From an optimization exercise on the open Yosys and OpenROAD flow, aimed at small area and a short achievable clock period; shortcuts taken in it are not production practice. Only simulation tests tie the RTL to the original design; equivalence was not proved. Power and IR drop assume default switching activity.

// depth_to_spectrum_color
module depth_to_spectrum_color #(
    parameter int DEPTH_BITS = 11
) (
    input  logic                               i_clk,
    input  logic                               i_rst_n,
    input  logic                               start,
    output logic                               busy,
    input  logic                               i_cfg_we,
    input  logic [dsc_pkg::CFG_IDX_BITS-1:0]   i_cfg_idx,
    input  logic [DEPTH_BITS-1:0]              i_cfg_data,
    input  logic [DEPTH_BITS-1:0]              i_depth_sample,
    input  logic                               i_frame_end_in,
    output logic                               o_valid,
    output logic [7:0]                         o_blue_level,
    output logic [7:0]                         o_green_level,
    output logic [7:0]                         o_red_level,
    output logic                               o_frame_end_out
);
Size in the first run: roughly 6100 cells after synthesis, ~1400 flip-flops, ~55 I/O pins, about 0.063 mm^2 of cells after synthesis.
Settings: LEC_CHECK=0, CAP_MARGIN=20, CORE_MARGIN=2, CORE_UTILIZATION=40, CTS_BUF_LIST=sky130_fd_sc_hd__clkbuf_8, CTS_CLUSTER_DIAMETER=50, CTS_CLUSTER_SIZE=22, SETUP_SLACK_MARGIN=5, SLEW_MARGIN=20; clock period 8.0 ns.
run.sh (not shown) runs the stock make flow with config.mk's settings and CLKGATE_MAP_FILE= SYNTH_SCRIPT=/design/flow/synth_recipe.tcl, a recipe that flattens the netlist after the stock synthesis.
Rerun with:
Settings changed: CTS_CLUSTER_DIAMETER 50 to 40, CTS_CLUSTER_SIZE 22 to 24.
What happened: The changed run produced a clean layout; hold slack degrades by 12 ps; total power climbs by 3.9%; die area stays the same; area after synthesis does not change; worst setup slack degrades by 29 ps; global-route usage climbs by 0.17 points; critical path depth is unchanged; first-iteration DRC count climbs by 3.2%; clock power climbs by 24%.

---

run A:
Starting RTL as in the previous note.
export LEC_CHECK = 0
export CAP_MARGIN = 20
export CORE_MARGIN = 2
export CORE_UTILIZATION = 40
export CTS_BUF_LIST = sky130_fd_sc_hd__clkbuf_8
export CTS_CLUSTER_DIAMETER = 50
export CTS_CLUSTER_SIZE = 24
export SETUP_SLACK_MARGIN = 5
export SLEW_MARGIN = 20
create_clock -name core_clock -period 8.0 [get_ports {i_clk}]
Run A ran to completion and came out clean on the timing, design-rule and antenna checks.
What run B does differently from run A at the input level:
- CTS_CLUSTER_SIZE now 30, was 24
- CTS_BUF_LIST now sky130_fd_sc_hd__clkbuf_16, was sky130_fd_sc_hd__clkbuf_8
==> summary.txt <==
- Comparing run A and run B, slew of the pin with the lowest slew margin is lower on run A.
- Run B: total length of routed met3 wires about 3.4% above run A
- Routed metal-1 wire length in run B is 0.33% below run A.
- Compared with run A, run B shows a higher clock network contribution to total cell area.
- Relative to run A, the synthesis-to-layout area growth of run B is higher by 2.9 points.
- In run B the part of the total power dissipated in combinational logic turned out 2.7 points lower than in run A.
- STATUS detailed-route wire length: run B loses against run A
- Run B vs. run A: proportion of power drawn by the clock network rose 4.9 points, number of antenna repair diodes decreased 4, fmax neither gained nor lost much.
Here is what was changed in the inputs of run C compared with run B.
- CTS_CLUSTER_SIZE changed from 30 to 22
- CTS_BUF_LIST changed from sky130_fd_sc_hd__clkbuf_16 to sky130_fd_sc_hd__clkbuf_4 sky130_fd_sc_hd__clkbuf_8 sky130_fd_sc_hd__clkbuf_16
==> summary.txt <==
- In the reports for run B and run C, the larger count of cells along the worst register-to-register path belongs to run C.
- For overall power, run B and run C come out practically identical.
- Taking run B as the reference, in run C buffering overhead ~0 delta; power density over cell area held.
Modified inputs, run D compared to run C
- CTS_CLUSTER_SIZE changed from 22 to 20
- CTS_BUF_LIST changed from sky130_fd_sc_hd__clkbuf_4 sky130_fd_sc_hd__clkbuf_8 sky130_fd_sc_hd__clkbuf_16 to sky130_fd_sc_hd__clkbuf_8
- CTS_CLUSTER_DIAMETER removed (was 50)
Findings:
Per the comparison of run D with run C, cell-internal power now sits lower, total CTS buffers now sits higher, average routed wire per standard cell now sits lower.
NOTE clock network power run C->run D decreased by a little under 10%
Final standard cell count with taps included and fillers excluded, run D and run C, lower one = run C.
Between run C and run D, the flow reports clock-buffer cell count increasing by more than half.

-- afterwards: timing with drivers on the ports --
Ports are ideal in the flow. The routed layouts listed here were re-timed in OpenROAD. Step 1 assumes that a clkbuf_16 drives the clock port and a buf_2 every other input. Step 2 also shifts input and output timing later by t, the mid clock arrival at the registers, as if the neighbouring blocks saw the same clock. a / b / c = ideal / step 1 / step 2; a / b = the first two.
run | t (ns) | setup slack, ns | clock arrival spread, ns | slew at the worst register clock pin (ns)
the first run of note 1 | 0.933 | 5.062 / 4.992 / 5.154 | 0.093 / 0.093 | 0.12 / 0.12
the second run of note 1 | 0.965 | 5.033 / 4.962 / 5.110 | 0.088 / 0.087 | 0.12 / 0.12
run A | 0.925 | 5.072 / 5.000 / 5.149 | 0.095 / 0.095 | 0.12 / 0.12
run B | 0.841 | 5.067 / 4.987 / 5.148 | 0.063 / 0.063 | 0.10 / 0.10
run C | 0.834 | 5.069 / 4.985 / 5.119 | 0.056 / 0.056 | 0.08 / 0.08
run D | 0.972 | 5.065 / 4.996 / 5.159 | 0.054 / 0.054 | 0.07 / 0.07
After both steps every run listed still meets setup and hold.
